What follows belongs to an exercise in optimizing a design on an open flow for small area; a production flow would make more cautious choices. At most, simulation tests tie the RTL to the original design; equivalence was not proved. No functional check of the RTL was part of run 3. Power is estimated from default activity; no workload was simulated.

==> design/flow/design.v <==
module inst_rom_loadable #(
    parameter int             A    = 8,
    parameter int             W    = 9,
    parameter int             CW   = 3,
    parameter logic [W-1:0]   FILL = '0
) (
    input  logic            Clk,
    input  logic            Reset_n,
    input  logic            LoadStart,
    input  logic            LoadValid,
    input  logic [CW-1:0]   LoadData,
    input  logic            LoadLast,
    output logic            LoadReady,
    output logic            LoadDone,
    output logic            LoadErr,
    output logic [A:0]      LoadCount,
    input  logic            FetchEn,
    input  logic [A-1:0]    InstAddress,
    output logic [W-1:0]    InstOut,
    output logic            InstValid
);
    localparam int CPW   = W / CW;
    localparam int CCW   = (CPW > 1) ? $clog2(CPW) : 1;
    localparam int DEPTH = 2 ** A;
    localparam int KB    = 3;
    localparam int K     = 2 ** KB;
    localparam int NPI   = DEPTH / K;
    localparam int NP    = (K + CPW - 1) / CPW;
    typedef enum logic [1:0] {
        S_IDLE  = 2'd0,
        S_LOAD  = 2'd1,
        S_READY = 2'd2
    } state_t;
    state_t              state_r;
    logic [CCW-1:0]      chunk_r;
    logic [W-CW-1:0]     partial_r;
    logic                load_ready_r;
    logic                load_done_r;
    logic                load_err_r;
    logic [A:0]          load_count_r;
    logic [W-1:0]        inst_out_r;
    logic                inst_valid_r;
    logic [A-1:0]        rot_r;
    logic [DEPTH-1:0][W-1:0] ring_r;
    logic [NP-1:0][W-1:0]    pend_r;
    logic [NP-1:0]           pend_v_r;
    logic                beat_s;
    logic                last_chunk_s;
    logic                wp_full_s;
    logic [W-1:0]        shifted_s;
    logic                mem_we_s;
    logic                fetch_s;
    always_comb begin
        shifted_s    = {partial_r, LoadData};
        last_chunk_s = (chunk_r == CCW'(CPW - 1));
        wp_full_s    = (load_count_r[A-1:0] == {A{1'b1}});
        beat_s       = (state_r == S_LOAD) & LoadValid & load_ready_r;
        fetch_s      = (state_r == S_READY) & FetchEn;
        mem_we_s     = beat_s & last_chunk_s;
    end
    logic [A-1:0]        ins_pos_base;    
    logic [NP-1:0]       ins_hit;
    logic                ins_any;
    logic [W-1:0]        ins_data;
    logic [A-1:0]        ins_pos;
    logic [NPI-1:0]      ins_en;
    always_comb begin
        ins_pos_base = rot_r + A'(2) - load_count_r[A-1:0];
        ins_any  = 1'b0;
        ins_data = pend_r[0];
        ins_pos  = ins_pos_base;
        for (int i = 0; i < NP; i++) begin
            ins_hit[i] = pend_v_r[i] & (KB'(ins_pos_base + A'(i)) == '0);
            if (ins_hit[i]) begin
                ins_any  = 1'b1;
                ins_data = pend_r[i];
                ins_pos  = ins_pos_base + A'(i);
            end
        end
        for (int j = 0; j < NPI; j++) begin
            ins_en[j] = ins_any & (ins_pos[A-1:KB] == (A-KB)'(j));
        end
    end
    always_ff @(posedge Clk) begin
        for (int p = 0; p < DEPTH; p++) begin
            if ((p % K) == 0 && ins_en[p / K])
                ring_r[p] <= ins_data;
            else
                ring_r[p] <= ring_r[(p + DEPTH - 1) % DEPTH];
        end
    end
    always_ff @(posedge Clk) begin
        if (mem_we_s) begin
            pend_r[0] <= shifted_s;
            for (int i = 1; i < NP; i++) pend_r[i] <= pend_r[i-1];
        end
    end
    logic [A:0]          diff_s;         
    logic                in_range_s;
    logic [A-1:0]        rd_pos;
    logic [W-1:0]        rd_data;
    always_comb begin
        diff_s     = load_count_r - {1'b0, InstAddress};
        in_range_s = ({1'b0, InstAddress} < load_count_r);
        rd_pos     = rot_r - InstAddress;
        rd_data    = ring_r[rd_pos];
        for (int i = 0; i < NP; i++) begin
            if (pend_v_r[i] && diff_s == (A+1)'(i + 1))
                rd_data = pend_r[i];
        end
    end
    always_ff @(posedge Clk or negedge Reset_n) begin
        if (!Reset_n) begin
            rot_r    <= '0;
            pend_v_r <= '0;
        end else begin
            rot_r <= rot_r + A'(1);
            for (int i = 0; i < NP; i++) begin
                if (ins_hit[i]) pend_v_r[i] <= 1'b0;
            end
            if (mem_we_s) begin
                pend_v_r[0] <= 1'b1;
                for (int i = 1; i < NP; i++)
                    pend_v_r[i] <= pend_v_r[i-1] & ~ins_hit[i-1];
            end
            if (LoadStart && state_r != S_LOAD) pend_v_r <= '0;
        end
    end
    always_ff @(posedge Clk or negedge Reset_n) begin
        if (!Reset_n) begin
            state_r      <= S_IDLE;
            chunk_r      <= '0;
            partial_r    <= '0;
            load_ready_r <= 1'b0;
            load_done_r  <= 1'b0;
            load_err_r   <= 1'b0;
            load_count_r <= '0;
            inst_out_r   <= '0;
            inst_valid_r <= 1'b0;
        end else begin
            case (state_r)
                S_IDLE: begin
                    inst_valid_r <= 1'b0;
                    if (LoadStart) begin
                        state_r      <= S_LOAD;
                        chunk_r      <= '0;
                        load_count_r <= '0;
                        load_done_r  <= 1'b0;
                        load_err_r   <= 1'b0;
                        load_ready_r <= 1'b1;
                    end
                end
                S_LOAD: begin
                    inst_valid_r <= 1'b0;
                    if (beat_s) begin
                        partial_r <= shifted_s[W-CW-1:0];
                        if (last_chunk_s) begin
                            chunk_r      <= '0;
                            load_count_r <= load_count_r + (A+1)'(1);
                            if (LoadLast || wp_full_s) begin
                                state_r      <= S_READY;
                                load_ready_r <= 1'b0;
                                load_done_r  <= 1'b1;
                            end
                        end else begin
                            chunk_r <= chunk_r + CCW'(1);
                            if (LoadLast) begin
                                state_r      <= S_READY;
                                load_ready_r <= 1'b0;
                                load_done_r  <= 1'b1;
                                load_err_r   <= 1'b1;
                                chunk_r      <= '0;
                            end
                        end
                    end
                end
                S_READY: begin
                    if (fetch_s) begin
                        inst_out_r   <= in_range_s ? rd_data : FILL;
                        inst_valid_r <= 1'b1;
                    end else begin
                        inst_valid_r <= 1'b0;
                    end
                    if (LoadStart) begin
                        state_r      <= S_LOAD;
                        chunk_r      <= '0;
                        load_count_r <= '0;
                        load_done_r  <= 1'b0;
                        load_err_r   <= 1'b0;
                        load_ready_r <= 1'b1;
                    end
                end
                default: begin
                    state_r      <= S_IDLE;
                    load_ready_r <= 1'b0;
                    load_done_r  <= 1'b0;
                    inst_valid_r <= 1'b0;
                end
            endcase
        end
    end
    assign LoadReady = load_ready_r;
    assign LoadDone  = load_done_r;
    assign LoadErr   = load_err_r;
    assign LoadCount = load_count_r;
    assign InstOut   = inst_out_r;
    assign InstValid = inst_valid_r;
endmodule
==> design/flow/run.sh <==
#!/bin/bash
# synth_recipe.tcl (not shown) runs the flow's synth.tcl, then flattens the netlist and writes it again
# the make line also repeats each setting of config.mk as NAME=value (left out here)
make -C /OpenROAD-flow-scripts/flow DESIGN_CONFIG=/design/flow/config.mk WORK_HOME=/design/flow/orfs CLKGATE_MAP_FILE= SYNTH_SCRIPT=/design/flow/synth_recipe.tcl finish
==> design/flow/config.mk <==
export PLATFORM = sky130hd
export DESIGN_NAME = inst_rom_loadable
export DESIGN_NICKNAME = inst_rom_loadable
export VERILOG_FILES = /design/flow/design.v
export SDC_FILE = /design/flow/constraint.sdc
export NUM_CORES = 4
export LEC_CHECK = 0
export CAP_MARGIN = 20
export CORE_MARGIN = 2
export CORE_UTILIZATION = 40
export SLEW_MARGIN = 20
==> design/flow/constraint.sdc <==
create_clock -name core_clock -period 4.0 [get_ports {Clk}]
set_input_delay 0.8000 -clock core_clock [delete_from_list [all_inputs] [get_ports {Clk}]]
set_output_delay 0.8000 -clock core_clock [all_outputs]
set_load 0.01 [all_outputs]
==> flow_summary.json, run 1 <==
{
  "ios": 39,
  "drv_slew": 0,
  "gr-total-overflow": 0,
  "dp_hpwl_um": 122000,
  "grt_pass1_vias": 41700,
  "required_ns": 4.73,
  "port_buffers": 38,
  "grt_max_degree": 40,
  "num_vias": 39600,
  "pre_cts_slack_ns": -1.43,
  "dieHeight_um": 431,
  "async_flop_share": 0.0177,
  "critPathMaxFanout": 5,
  "whs_ns": 0.329,
  "drtIter0Drc": 2552,
  "end_kind": "register",
  "cp_cell_sequence": "ha_4 -> inv_2 -> ha_4 -> fa_1 -> ha_1 -> and2b_1 -> nand2_2 -> a21boi_4 -> nand3_4 -> buf_6 -> nor2_4 -> buf_4 -> xnor2_2 -> nand2_1 -> buf_6 -> nor3_4 -> buf_12 -> buf_12 -> mux2_2",
  "htreeDepth": 4,
  "clockRootBuffer": "clkbuf_16",
  "p_sw_mw": 10.8,
  "syn_nets": 4594,
  "synth.cell_area_um2": 72900,
  "grt_pass1_wl_um": 273000,
  "rrSetupSlack_ns": -0.11,
  "yosys_warnings": 1,
  "antenna_left": 0,
  "yosysTopAreaCell": "dfxtp_1",
  "dieArea_um2": 186000,
  "wl_um": 183000,
  "ys_seq_elements": 2373,
  "period_needed_ns": 4.11,
  "leakagePower_nw": 34.4,
  "fmax_mhz": 243,
  "synth_area_per_cell_um2": 16.0,
  "design_area_um2": 89300,
  "p_seq_frac": 0.502,
  "combPwrFrac": 0.066,
  "clockBufferDepth": 3,
  "via_per_inst": 5.20,
  "maxCapViolations": 0,
  "finalSetupViolCount": 203,
  "fin_crit_sh": 1.03,
  "area_growth_pct": 22.5,
  "die_w_um": 431,
  "synth_edf_count": 27,
  "power.density_nw_per_um2": 538,
  "placed_cells": 7148,
  "path_clk_slew_ns": 0.07,
  "drive_gt1_frac": 0.370,
  "drc": 0,
  "grt.total_usage": 0.197,
  "critPathSlowestCell": "fa_1",
  "start_util": 0.403,
  "critical_path_class": "register to register",
  "rows": 156,
  "hold_class": "register to register",
  "grt_antenna_before_repair": 5,
  "critPathLaunchType": "register",
  "mostFrequentLayoutCells": "dfxtp_1, mux4_2, buf_4",
  "so_faults": "setup timing",
  "clk_latency_ns": 0.86,
  "yosysUniqueCellTypes": 66,
  "clock_skew_ns": 0.0283,
  "layout_commonest_cell": "dfxtp_1",
  "wl_per_cell_um": 24.0,
  "synthFlopType": "dfxtp_1",
  "synth.area.top_cells": "dfxtp_1, mux4_2, mux2_2, dfrtp_1, nand2_1",
  "switching_share": 0.224,
  "p_int_mw": 37.3,
  "layoutNonFillerInstCount": 7622,
  "cts_tree": "yes",
  "cts_sinks": 2373,
  "clockPowerShare": 0.432,
  "drtPass1Iterations": 5,
  "critPathMaxStageDelay_ns": 0.48,
  "fin_nets": 5119,
  "maxSlewHeadroom": 0.256,
  "status": "failed layout checks",
  "dpl_cell_area_um2": 80100,
  "finalWorstSetupSlack_ns": -0.111,
  "final_util": 0.494,
  "tightest_slew_ns": 1.11,
  "power_mw": 48.1,
  "fp.coreArea_um2": 181000,
  "rsz0062_at_grt": "yes",
  "cts_buffers": 213,
  "setup_tns_ns": -8.72,
  "seq_area_frac_synth": 0.658,
  "synth_top_area_frac": 0.633,
  "hold_viol_final": 0,
  "gp_congestion": 0.839,
  "irDropWorstVdd_mv": 0.424,
  "arrival_ns": 4.84,
  "syn_inst": 4542
}
-- cell type report --
class | instances | area [µm²]
antenna | 9 | 22.5
clock buffer | 327 | 6380
multi-input combinational | 1893 | 24600
tap | 2370 | 2970
sequential | 2373 | 48000
timing repair buffer | 556 | 6420
fill | 15100 | 91600
clock inverter | 64 | 851
inverter | 30 | 113
-- critical path, delay by kind of cell (launching register included) --
kind	cells	cell delay [ns]
AO/OA/AOI/OAI	1	0.22
XOR/XNOR	1	0.13
multiplexers	1	0.34
adder cells (fa/ha/maj)	4	1.20
AND/OR/NAND/NOR	6	0.88
buffers and inverters	6	0.81
flip-flops	1	0.41
-- synth_stat cells (all sizes together), types with 26 or more instances --
cell type and number:
edfxtp 27, buf 145, a32oi 34, nor2 129, clkbuf 105, dfxtp 2304
mux2i 46, nand3 38, xnor2 33, mux2 321, inv 30, dfrtp 42
nor3 50, o22ai 26, nand4 85, ha 32, a21oi 27, mux4 632
nand2 271
-- metal layers --
metal	track usage	vias to the layer above	wire (µm)
met3	0.0387	247	9730
met4	0.0506	2	4240
met2	0.304	937	82600
met5	0	-	8
li1	-	17900	-
met1	0.283	20500	86100
-- path summary, 6_finish.rpt --
kind / from / to / cells after the start
setup reg to reg: load_count_r[1] / ring_r[1805] / 19
max in group asynchronous: Reset_n / inst_out_r[7] / 3
hold / removal: ring_r[886] / ring_r[895] / 0
setup / recovery: load_count_r[1] / ring_r[1805] / 19
min in group asynchronous: Reset_n / partial_r[0] / 2
hold reg to reg: ring_r[886] / ring_r[895] / 0
-- state kept, by name, indices dropped and copies added, names as in the netlist --
register	flops
load_ready_r	1
chunk_r	2
load_done_r	1
load_count_r	9
inst_out_r	9
load_err_r	1
rot_r	8
pend_v_r	3
ring_r	2304
pend_r	27
inst_valid_r	1
partial_r	6
state_r	1
-- power by group through the flow --
stage          clock network [mW]  registers (mW)  logic, mW
6_report                     20.8            24.1       3.16
3_5_place_dp                    0            24.7       2.94
2_1_floorplan                   0            24.6       1.48
5_1_grt                      22.1            24.1       3.34
3_3_place_gp                    0            24.6       2.93
4_1_cts                      21.1            24.1       3.12
-- logic make-up (layout without fill, tap and decap cells) --
group                      after synthesis  in the layout  synth area share
and+or+nand+nor                        612            616            0.0413
other                                    0              9                 0
muxes                                  999            999             0.251
adders and majority gates               35             35           0.00632
AOI/OAI and AO/OA                      200            200            0.0195
buffers and inverters                  280            977            0.0180
DFF                                   2373           2373             0.658
xor gates and xnor gates                43             43           0.00527
-- what timing repair did --
item                                    CTS  global route
hold buffers                              1             0
hold endpoints to repair                  6             0
cloned                                   11             5
endpoints found under the setup margin  297           297
pin swaps                                38            44
setup buffers                            37            23
gates resized for setup                 152            68
==> inputs of run 2 (changes only) <==
--- a/design/flow/design.v
+++ b/design/flow/design.v
@@ -81,13 +81,25 @@
             ins_en[j] = ins_any & (ins_pos[A-1:KB] == (A-KB)'(j));
         end
     end
+    logic [W-1:0]        ins_data_pol;
+    assign ins_data_pol = ins_data ^ {W{~ins_pos[KB]}};
+    logic [DEPTH-1:0][W-1:0] ring_d;
+    for (genvar p = 0; p < DEPTH; p++) begin : g_ring
+        if ((p % K) == 0) begin : g_ins
+            for (genvar b = 0; b < W; b++) begin : g_b
+                irl_mux2i u_mux (
+                    .a0(ring_r[(p + DEPTH - 1) % DEPTH][b]),
+                    .a1(ins_data_pol[b]),
+                    .s (ins_en[p / K]),
+                    .y (ring_d[p][b])
+                );
+            end
+        end else begin : g_shift
+            assign ring_d[p] = ring_r[(p + DEPTH - 1) % DEPTH];
+        end
+    end
     always_ff @(posedge Clk) begin
-        for (int p = 0; p < DEPTH; p++) begin
-            if ((p % K) == 0 && ins_en[p / K])
-                ring_r[p] <= ins_data;
-            else
-                ring_r[p] <= ring_r[(p + DEPTH - 1) % DEPTH];
-        end
+        ring_r <= ring_d;
     end
     always_ff @(posedge Clk) begin
         if (mem_we_s) begin
@@ -99,11 +111,44 @@
     logic                in_range_s;
     logic [A-1:0]        rd_pos;
     logic [W-1:0]        rd_data;
+    localparam int AH  = A / 2;
+    localparam int NG  = DEPTH / 3;
+    localparam int NR  = DEPTH - 3 * NG;
+    logic [2**AH-1:0]     rd_lo_oh;
+    logic [2**(A-AH)-1:0] rd_hi_oh;
+    logic [DEPTH-1:0]     rd_sel;
+    logic [W-1:0][NG-1:0] rd_grp_n;
+    logic [W-1:0]         rd_rem;
+    logic [W-1:0]         rd_raw;
+    always_comb begin
+        rd_pos = rot_r - InstAddress;
+        for (int i = 0; i < 2**AH; i++)
+            rd_lo_oh[i] = (rd_pos[AH-1:0] == AH'(i));
+        for (int i = 0; i < 2**(A-AH); i++)
+            rd_hi_oh[i] = (rd_pos[A-1:AH] == (A-AH)'(i));
+        for (int p = 0; p < DEPTH; p++)
+            rd_sel[p] = rd_hi_oh[p >> AH] & rd_lo_oh[p % (2**AH)];
+    end
+    for (genvar b = 0; b < W; b++) begin : g_rd
+        for (genvar g = 0; g < NG; g++) begin : g_grp
+            irl_a222oi u_aoi (
+                .a1(rd_sel[3*g]),   .a2(ring_r[3*g][b]),
+                .b1(rd_sel[3*g+1]), .b2(ring_r[3*g+1][b]),
+                .c1(rd_sel[3*g+2]), .c2(ring_r[3*g+2][b]),
+                .y (rd_grp_n[b][g])
+            );
+        end
+        always_comb begin
+            rd_rem[b] = 1'b0;
+            for (int p = 3 * NG; p < DEPTH; p++)
+                rd_rem[b] = rd_rem[b] | (rd_sel[p] & ring_r[p][b]);
+        end
+        assign rd_raw[b] = ~(&rd_grp_n[b]) | rd_rem[b];
+    end
     always_comb begin
         diff_s     = load_count_r - {1'b0, InstAddress};
         in_range_s = ({1'b0, InstAddress} < load_count_r);
-        rd_pos     = rot_r - InstAddress;
-        rd_data    = ring_r[rd_pos];
+        rd_data    = rd_raw ^ {W{rd_pos[KB]}};
         for (int i = 0; i < NP; i++) begin
             if (pend_v_r[i] && diff_s == (A+1)'(i + 1))
                 rd_data = pend_r[i];
@@ -206,3 +251,19 @@
     assign InstOut   = inst_out_r;
     assign InstValid = inst_valid_r;
 endmodule
+module irl_mux2i (
+    input  logic a0,
+    input  logic a1,
+    input  logic s,
+    output logic y
+);
+    assign y = ~(s ? a1 : a0);
+endmodule
+module irl_a222oi (
+    input  logic a1, a2,
+    input  logic b1, b2,
+    input  logic c1, c2,
+    output logic y
+);
+    assign y = ~((a1 & a2) | (b1 & b2) | (c1 & c2));
+endmodule
--- a/design/flow/config.mk
+++ b/design/flow/config.mk
@@ -9,3 +9,4 @@
 export CORE_MARGIN = 2
 export CORE_UTILIZATION = 40
 export SLEW_MARGIN = 20
+export SYNTH_HIERARCHICAL = 1
==> flow_summary.json, run 2 <==
{
  "htreeDepth": 4,
  "fillCellCount": 13300,
  "hold_class": "register to register",
  "min_path_cells": 0,
  "syn_inst": 4479,
  "grt_antenna_before_repair": 2,
  "async_flop_share": 0.0177,
  "end_kind": "register",
  "critPathSlowestCell": "or4_4",
  "fmax_mhz": 189,
  "maxSlewHeadroom": 0.293,
  "synth.area.top_cells": "dfxtp_1, a222oi_1, mux2i_1, nand4_1, nor2_1",
  "synth_area_per_cell_um2": 14.4,
  "mostFrequentLayoutCells": "dfxtp_1, a222oi_1, buf_4",
  "gp_congestion": 0.937,
  "reg.largest.list": "ring_r (2304), pend_r (27)",
  "yosysTopAreaCell": "dfxtp_1",
  "finalSetupViolCount": 9,
  "drive_gt1_frac": 0.268,
  "synth.cell_area_um2": 64600,
  "yosysUniqueCellTypes": 71,
  "route.met3.wl_um": 18100,
  "maxCapViolations": 0,
  "critical_path_class": "input port to register",
  "irDropWorstVdd_mv": 0.405,
  "synth_top_family_by_area": "compound AO/OA/AOI/OAI gates",
  "holdPathEnd": "ring_r[1640]",
  "wl_um": 216000,
  "leakagePower_nw": 32.7,
  "dieArea_um2": 165000,
  "layout_commonest_cell": "dfxtp_1",
  "clock_skew_ns": 0.0791,
  "r2r-start": "rot_r[0]",
  "start_util": 0.403,
  "cts_buffers": 216,
  "synth.area.mux_share": 0.0463,
  "wl_met1_um": 91900,
  "reg2reg_to": "inst_out_r[3]",
  "drc": 0,
  "synth_edf_count": 27,
  "fp.coreArea_um2": 160000,
  "hold_viol_final": 0,
  "largest_register": "ring_r",
  "clockBufferDepth": 3,
  "whs_ns": 0.297,
  "wl_per_cell_um": 27.2,
  "clockRootBuffer": "clkbuf_16",
  "required_ns": 4.74,
  "synth_top_area_frac": 0.714,
  "dr.max_layer_used": "met4",
  "rows": 147,
  "grt_max_degree": 30,
  "finalWorstSetupSlack_ns": -1.29,
  "power_mw": 48.0,
  "path_clk_slew_ns": 0.06,
  "synthFlopType": "dfxtp_1",
  "critPathMaxFanout": 9,
  "drtIter0Drc": 7531,
  "hold_start": "ring_r[1631]",
  "area_growth_pct": 32.6,
  "seq_area_frac_synth": 0.743,
  "rrSetupSlack_ns": -1.26,
  "synth_fa_ha_area_frac": 0.00713,
  "synth.most_common_cell": "dfxtp_1",
  "arrival_ns": 6.02,
  "cts_tree": "yes",
  "yosys_warnings": 7,
  "port_buffers": 38,
  "wl_met2_um": 95300,
  "placed_cells": 7481,
  "cp_cell_sequence": "clkdlybuf4s50_1 -> inv_1 -> ha_4 -> a21o_1 -> buf_4 -> o21a_1 -> or2_4 -> and2_4 -> nand2_8 -> nor2_1 -> a222oi_1 -> nand4_1 -> nor4_4 -> buf_4 -> nand4_1 -> or4_4 -> a41oi_4 -> xnor2_2 -> o21a_1 -> o31ai_2",
  "critPathMaxStageDelay_ns": 0.58,
  "drv_slew": 0,
  "clk_latency_ns": 0.88,
  "reg2regPathDepth": 21,
  "tightest_slew_ns": 1.06,
  "synth_xor_area_frac": 0.00732,
  "fin_crit_sh": 1.32,
  "final_util": 0.534,
  "fin_nets": 5641,
  "largest_register_ffs": 2304,
  "synth-simple-area-share": 0.0583,
  "via_per_inst": 5.79,
  "dp_hpwl_um": 158000,
  "synthTopCellsByCount": "dfxtp_1, a222oi_1, nor2_1, mux2i_1, nand4_1",
  "grt_pass1_wl_um": 312000,
  "synth_compound_area_frac": 0.132,
  "pre_cts_slack_ns": -2.85,
  "syn_nets": 4531,
  "cts_sinks": 2373,
  "dieHeight_um": 406,
  "grt_pass1_vias": 45900,
  "layoutNonFillerInstCount": 7936,
  "status": "failed layout checks",
  "antenna_left": 0,
  "power.density_nw_per_um2": 561,
  "die_w_um": 406,
  "gr-total-overflow": 0,
  "critPathLaunchType": "input port",
  "rsz0062_at_grt": "yes",
  "so_faults": "setup timing",
  "grt.total_usage": 0.258,
  "ys_seq_elements": 2373,
  "num_vias": 45900,
  "period_needed_ns": 5.29,
  "drtPass1Iterations": 10,
  "ios": 39
}
run 2: worst max path at each step:
stage | startpoint | depth (start not counted) | end | slack (ns)
floorplan | InstAddress[1] | 17 | inst_out_r[6] | -0.65
global placement | InstAddress[1] | 23 | inst_out_r[8] | -2.91
detailed placement | InstAddress[0] | 22 | inst_out_r[8] | -2.85
CTS | rot_r[0] | 20 | inst_out_r[3] | -1.17
global route | rot_r[0] | 25 | inst_out_r[5] | -1.37
finish | InstAddress[4] | 20 | inst_out_r[3] | -1.29
run 2: critical path, delay by kind of cell:
family / cells / cell delay, ns
simple gates: 8 / 2.47
compound gates: 6 / 1.40
buf+inv: 4 / 0.90
fa+ha+maj: 1 / 0.25
xor+xnor: 1 / 0.16
run 2: kinds of logic after synthesis:
family | after synthesis
buffers and inverters | 85
XOR/XNOR | 54
AO/OA/AOI/OAI | 876
flip-flops | 2373
AND/OR/NAND/NOR | 757
adder cells (fa/ha/maj) | 35
multiplexers | 299
run 2: per-stage QoR:
step / area, µm² / TNS, ns
floorplan: 65600 / -13.47
global placement: 76300 / -23.54
detailed placement: 76400 / -24.01
CTS: 85100 / -10.23
global route: 85600 / -15.06
finish: 85600 / -10.85
run 2: where the power goes:
| part | total [mW] | switching, mW | internal (mW) | leakage (nW) |
|---|---|---|---|---|
| combinational | 2.04 | 1.22 | 0.822 | 9.17 |
| clock | 22.0 | 9.22 | 12.8 | 3.82 |
| sequential | 24.0 | 0.135 | 23.9 | 19.7 |
run 2: per-module statistics from Yosys (local to each module, per instance):
| module | times used | flip-flops and latches | cell area, µm² | cells inside |
|---|---|---|---|---|
| inst_rom_loadable | 1 | 2373 | 54000 | 3426 |
| irl_mux2i | 288 | 0 | 10.0 | 1 |
| irl_a222oi | 765 | 0 | 10.0 | 1 |
run 2: layout make-up:
type,instances,area [µm²],area share
inverters,30,113,0.00132
clock buffers,294,6200,0.0724
clock inverters,110,1550,0.0181
multi-input cells,2023,18100,0.211
diodes,1,2.50,0.0000292
flip-flops and latches,2373,48000,0.560
well taps,2160,2700,0.0316
repair buffers,945,8990,0.105
run 2: layer usage:
| metal | global-route usage | vias to the layer above |
|---|---|---|
| met1 | 0.353 | 23100 |
| met4 | 0.119 | 0 |
| li1 | - | 20200 |
| met5 | 0 | - |
| met3 | 0.0478 | 433 |
| met2 | 0.395 | 2174 |
run 2: timing repair:
item,4_1_cts,5_1_grt
endpoints found under the hold margin,19,0
cloned,2,1
pin swaps,96,75
hold buffers,1,0
setup endpoints to repair,49,246
buffers inserted,27,21
gates resized for setup,136,72
==> inputs of run 3 (changes only) <==
==> design/flow/design.v (replaced) <==
module inst_rom_loadable #(
    parameter int             A    = 8,
    parameter int             W    = 9,
    parameter int             CW   = 3,
    parameter logic [W-1:0]   FILL = '0
) (
    input  logic            Clk,
    input  logic            Reset_n,
    input  logic            LoadStart,
    input  logic            LoadValid,
    input  logic [CW-1:0]   LoadData,
    input  logic            LoadLast,
    output logic            LoadReady,
    output logic            LoadDone,
    output logic            LoadErr,
    output logic [A:0]      LoadCount,
    input  logic            FetchEn,
    input  logic [A-1:0]    InstAddress,
    output logic [W-1:0]    InstOut,
    output logic            InstValid
);
    localparam int CPW   = W / CW;
    localparam int CCW   = (CPW > 1) ? $clog2(CPW) : 1;
    localparam int DEPTH = 2 ** A;
    typedef enum logic [1:0] {
        S_IDLE  = 2'd0,
        S_LOAD  = 2'd1,
        S_READY = 2'd2
    } state_t;
    state_t              state_r;
    logic [A-1:0]        wp_r;
    logic [CCW-1:0]      chunk_r;
    logic [W-CW-1:0]     partial_r;
    logic                load_ready_r;
    logic                load_done_r;
    logic                load_err_r;
    logic [A:0]          load_count_r;
    logic [W-1:0]        inst_out_r;
    logic                inst_valid_r;
    logic [W-1:0]        mem_r [DEPTH];
    logic                beat_s;
    logic                last_chunk_s;
    logic                wp_full_s;
    logic [W-1:0]        shifted_s;
    logic                mem_we_s;
    logic                fetch_s;
    logic                in_range_s;
    always_comb begin
        beat_s       = 1'b0;
        fetch_s      = 1'b0;
        shifted_s    = {partial_r, LoadData};
        last_chunk_s = (chunk_r == CCW'(CPW - 1));
        wp_full_s    = (wp_r == {A{1'b1}});
        in_range_s   = ({1'b0, InstAddress} < load_count_r);
        if (state_r == S_LOAD) begin
            beat_s = LoadValid & load_ready_r;
        end else begin
            beat_s = 1'b0;
        end
        if (state_r == S_READY) begin
            fetch_s = FetchEn;
        end else begin
            fetch_s = 1'b0;
        end
        mem_we_s = beat_s & last_chunk_s;
    end
    always_ff @(posedge Clk) begin
        if (mem_we_s) begin
            mem_r[wp_r] <= shifted_s;
        end
    end
    always_ff @(posedge Clk or negedge Reset_n) begin
        if (!Reset_n) begin
            state_r      <= S_IDLE;
            wp_r         <= '0;
            chunk_r      <= '0;
            partial_r    <= '0;
            load_ready_r <= 1'b0;
            load_done_r  <= 1'b0;
            load_err_r   <= 1'b0;
            load_count_r <= '0;
            inst_out_r   <= '0;
            inst_valid_r <= 1'b0;
        end else begin
            case (state_r)
                S_IDLE: begin
                    inst_valid_r <= 1'b0;
                    if (LoadStart) begin
                        state_r      <= S_LOAD;
                        wp_r         <= '0;
                        chunk_r      <= '0;
                        load_count_r <= '0;
                        load_done_r  <= 1'b0;
                        load_err_r   <= 1'b0;
                        load_ready_r <= 1'b1;
                    end
                end
                S_LOAD: begin
                    inst_valid_r <= 1'b0;
                    if (beat_s) begin
                        partial_r <= shifted_s[W-CW-1:0];
                        if (last_chunk_s) begin
                            chunk_r      <= '0;
                            wp_r         <= wp_r + A'(1);
                            load_count_r <= load_count_r + (A+1)'(1);
                            if (LoadLast || wp_full_s) begin
                                state_r      <= S_READY;
                                load_ready_r <= 1'b0;
                                load_done_r  <= 1'b1;
                            end
                        end else begin
                            chunk_r <= chunk_r + CCW'(1);
                            if (LoadLast) begin
                                state_r      <= S_READY;
                                load_ready_r <= 1'b0;
                                load_done_r  <= 1'b1;
                                load_err_r   <= 1'b1;
                                chunk_r      <= '0;
                            end
                        end
                    end
                end
                S_READY: begin
                    if (fetch_s) begin
                        inst_out_r   <= in_range_s ? mem_r[InstAddress] : FILL;
                        inst_valid_r <= 1'b1;
                    end else begin
                        inst_valid_r <= 1'b0;
                    end
                    if (LoadStart) begin
                        state_r      <= S_LOAD;
                        wp_r         <= '0;
                        chunk_r      <= '0;
                        load_count_r <= '0;
                        load_done_r  <= 1'b0;
                        load_err_r   <= 1'b0;
                        load_ready_r <= 1'b1;
                    end
                end
                default: begin
                    state_r      <= S_IDLE;
                    load_ready_r <= 1'b0;
                    load_done_r  <= 1'b0;
                    inst_valid_r <= 1'b0;
                end
            endcase
        end
    end
    assign LoadReady = load_ready_r;
    assign LoadDone  = load_done_r;
    assign LoadErr   = load_err_r;
    assign LoadCount = load_count_r;
    assign InstOut   = inst_out_r;
    assign InstValid = inst_valid_r;
endmodule
--- a/design/flow/config.mk
+++ b/design/flow/config.mk
@@ -9,4 +9,3 @@
 export CORE_MARGIN = 2
 export CORE_UTILIZATION = 40
 export SLEW_MARGIN = 20
-export SYNTH_HIERARCHICAL = 1
==> flow_summary.json, run 3 <==
{
  "status": "finished clean",
  "end_kind": "register",
  "num_vias": 47400,
  "grt_pass1_vias": 47000,
  "clock_skew_ns": 0.0394,
  "drv_slew": 0,
  "yosysUniqueCellTypes": 81,
  "cts_buffers": 226,
  "post_cts_buffers": 0,
  "seq_area_frac_synth": 0.760,
  "reg2reg_to": "mem_r[44][1]",
  "synth_edf_count": 2304,
  "via_per_inst": 5.67,
  "grt_antenna_before_repair": 12,
  "cts_sinks": 2343,
  "power.density_nw_per_um2": 517,
  "setup_tns_ns": 0,
  "placed_cells": 7933,
  "ys_seq_elements": 2343,
  "reg.largest.list": "mem_r (2304), inst_out_r (9), load_count_r (9)",
  "cts_tree": "yes",
  "tightest_slew_ns": 1.09,
  "synth.most_common_cell": "edfxtp_1",
  "port_buffers": 38,
  "drive_gt1_frac": 0.248,
  "reg2regPathDepth": 7,
  "finalWorstSetupSlack_ns": 0.662,
  "async_flop_share": 0.0166,
  "leakagePower_nw": 35.5,
  "cp_cell_sequence": "buf_8 -> buf_4 -> mux4_2 -> and3_1 -> a221o_1 -> a2111oi_0 -> buf_4 -> or4_1 -> o211ai_1",
  "critical_path_class": "input port to register",
  "syn_nets": 4632,
  "grt.busiest_layer": "met2",
  "dieArea_um2": 235000,
  "drc": 0,
  "r2r-start": "wp_r[0]",
  "hold_class": "input port to register",
  "finalSetupViolCount": 0,
  "maxSlewHeadroom": 0.262,
  "antenna_left": 0,
  "gp_congestion": 0.875,
  "drtPass1Iterations": 5,
  "grt_pass1_wl_um": 345000,
  "required_ns": 4.74,
  "critPathLaunchType": "input port",
  "whs_ns": 0.456,
  "rrSetupSlack_ns": 0.93,
  "maxCapViolations": 0,
  "crit_start": "InstAddress[0]",
  "wl_um": 240000,
  "fin_crit_sh": 0.834,
  "pre_cts_slack_ns": -0.221,
  "cts_resized": 0,
  "drtIter0Drc": 5469,
  "mostFrequentLayoutCells": "edfxtp_1, buf_4, mux2i_1",
  "fin_nets": 5167,
  "dp_hpwl_um": 152000,
  "clockBufferDepth": 3,
  "start_util": 0.402,
  "critPathMaxStageDelay_ns": 0.92,
  "crit_end": "inst_out_r[2]",
  "area_growth_pct": 15.8,
  "layoutNonFillerInstCount": 8364,
  "path_common_cell": "buf_4",
  "fmax_mhz": 300,
  "clockRootBuffer": "clkbuf_16",
  "yosys_warnings": 1,
  "met2_usage": 0.327,
  "arrival_ns": 4.08,
  "critPathSlowestCell": "a2111oi_0",
  "wl_per_cell_um": 28.7,
  "gr-total-overflow": 0,
  "htreeDepth": 4,
  "fillCellCount": 19000,
  "clk_latency_ns": 0.87,
  "synth.cell_area_um2": 92300,
  "grtUsageMet3": 0.0328,
  "dieHeight_um": 484,
  "fp.coreArea_um2": 230000,
  "yosysTopAreaCell": "edfxtp_1",
  "die_w_um": 484,
  "hold_viol_final": 0,
  "irDropWorstVdd_mv": 0.433,
  "synth.area.top_cells": "edfxtp_1, mux4_2, mux2i_1, nor2_1, dfrtp_1",
  "period_needed_ns": 3.34,
  "synthFlopType": "edfxtp_1",
  "layout_commonest_cell": "edfxtp_1",
  "largest_register": "mem_r",
  "largest_register_ffs": 2304,
  "path_clk_slew_ns": 0.06,
  "rows": 176,
  "ios": 39,
  "grt_use_met1": 0.281,
  "synthTopCellsByCount": "edfxtp_1, mux2i_1, mux4_2, nor2_1, nand2_1",
  "final_util": 0.466,
  "grt_max_degree": 102,
  "grt.total_usage": 0.202,
  "synth_area_per_cell_um2": 20.1,
  "synth_top_area_frac": 0.749,
  "critPathMaxFanout": 38,
  "rsz0062_at_grt": "no",
  "syn_inst": 4602
}
==> run 3: changes by cell type after synthesis, sizes merged, moves of 59 or more <==
cell and delta:
buf +160, nand4 -165, a22oi +120, nand2 +59, clkbuf +68, mux4 +390, edfxtp +2277, mux2i +164
a222oi -765, dfxtp -2304
==> run 3: layer usage <==
metal | vias to the layer above | share of wire
met5 | - | 0.00011
met4 | 4 | 0.030
met3 | 319 | 0.069
met2 | 1768 | 0.49
met1 | 25300 | 0.42
li1 | 20000 | -
==> run 3: power by group <==
part / internal (mW) / total, mW / leakage, nW / switching [mW]
combinational: 1.27 / 4.42 / 10.6 / 3.15
sequential: 29.0 / 29.8 / 21.4 / 0.741
clock: 11.9 / 21.1 / 3.60 / 9.17
==> run 3: through the flow <==
stage | cell area [µm²] | total power, mW
final | 107000 | 55.3
after floorplan | 92300 | 32.3
after detailed placement | 99600 | 34.7
after global placement | 99500 | 34.6
after global routing | 107000 | 56.9
after CTS | 107000 | 55.7
==> run 3: cell families (layout without fill, tap and decap cells) <==
family	after synthesis	after routing	synth area share
AO/OA/AOI/OAI	418	418	0.0336
XOR/XNOR	11	11	0.00104
adder cells (fa/ha/maj)	13	13	0.00176
buffers and inverters	303	1033	0.0224
flip-flops	2343	2343	0.760
multiplexers	883	883	0.150
other	0	6	0
AND/OR/NAND/NOR	631	631	0.0312
==> run 3: worst min-delay path by stage <==
stage	from	end	slack [ns]	cells past startpoint
after floorplan	Reset_n	chunk_r[0]	0.50	0
after global placement	load_err_r	load_err_r	0.49	2
after detailed placement	inst_out_r[8]	inst_out_r[8]	0.49	2
after CTS	Reset_n	inst_valid_r	0.08	1
after global routing	LoadData[0]	mem_r[48][0]	0.45	1
final	LoadData[1]	mem_r[80][1]	0.46	1
==> run 3: final cells by class <==
cell class / count / area (µm²) / share of cell area
Sequential cell: 2343 / 70200 / 0.656
Clock buffer: 280 / 5950 / 0.0556
Antenna cell: 6 / 15.0 / 0.000140
Tap cell: 3026 / 3790 / 0.0354
Timing Repair Buffer: 593 / 5390 / 0.0504
Multi-Input combinational cell: 1956 / 20200 / 0.189
Inverter: 17 / 63.8 / 0.000597
Clock inverter: 143 / 1370 / 0.0128
==> run 3: timing repair <==
item / 4_1_cts / 5_1_grt
endpoints found under the setup margin: 0 / 0
hold buffers: 0 / 1
endpoints found under the hold margin: 0 / 39
==> run 3: worst max-delay path: cells and delay by family <==
kind	cells	cell delay [ns]
AOI/OAI and AO/OA	3	1.33
buffers and inverters	3	1.00
muxes	1	0.52
and+or+nand+nor	2	0.37

static timing again, ports no longer ideal:
The results above use ideal ports. As a check the final layouts listed here were re-extracted and re-timed, cells and wires unchanged. Step 1, drivers: a clkbuf_16 drives Clk and a buf_2 each remaining input, both assumed. Step 2 also shifts input and output timing later by t, the mid clock arrival at the registers, as if the neighbouring blocks saw the same clock. Slacks: ideal / step 1 / step 2; pairs: ideal / step 1.
run	t (ns)	setup slack, ns	worst register clock-pin slew, ns	worst data-port slew with drivers (ns)	cell pins on the clock port's net
run 1	0.923	-0.111 / -0.111 / -0.974	0.07 / 0.07	0.04	1
run 2	0.927	-1.287 / -1.263 / -2.159	0.07 / 0.07	0.04	1
run 3	0.939	0.662 / 0.693 / -0.246	0.07 / 0.07	0.08	1
Met with ideal ports but missed after step 2: setup timing in run 3. The setup slack of run 3, which loses most, moves by +0.031 ns with the drivers and by -0.908 ns with both steps.
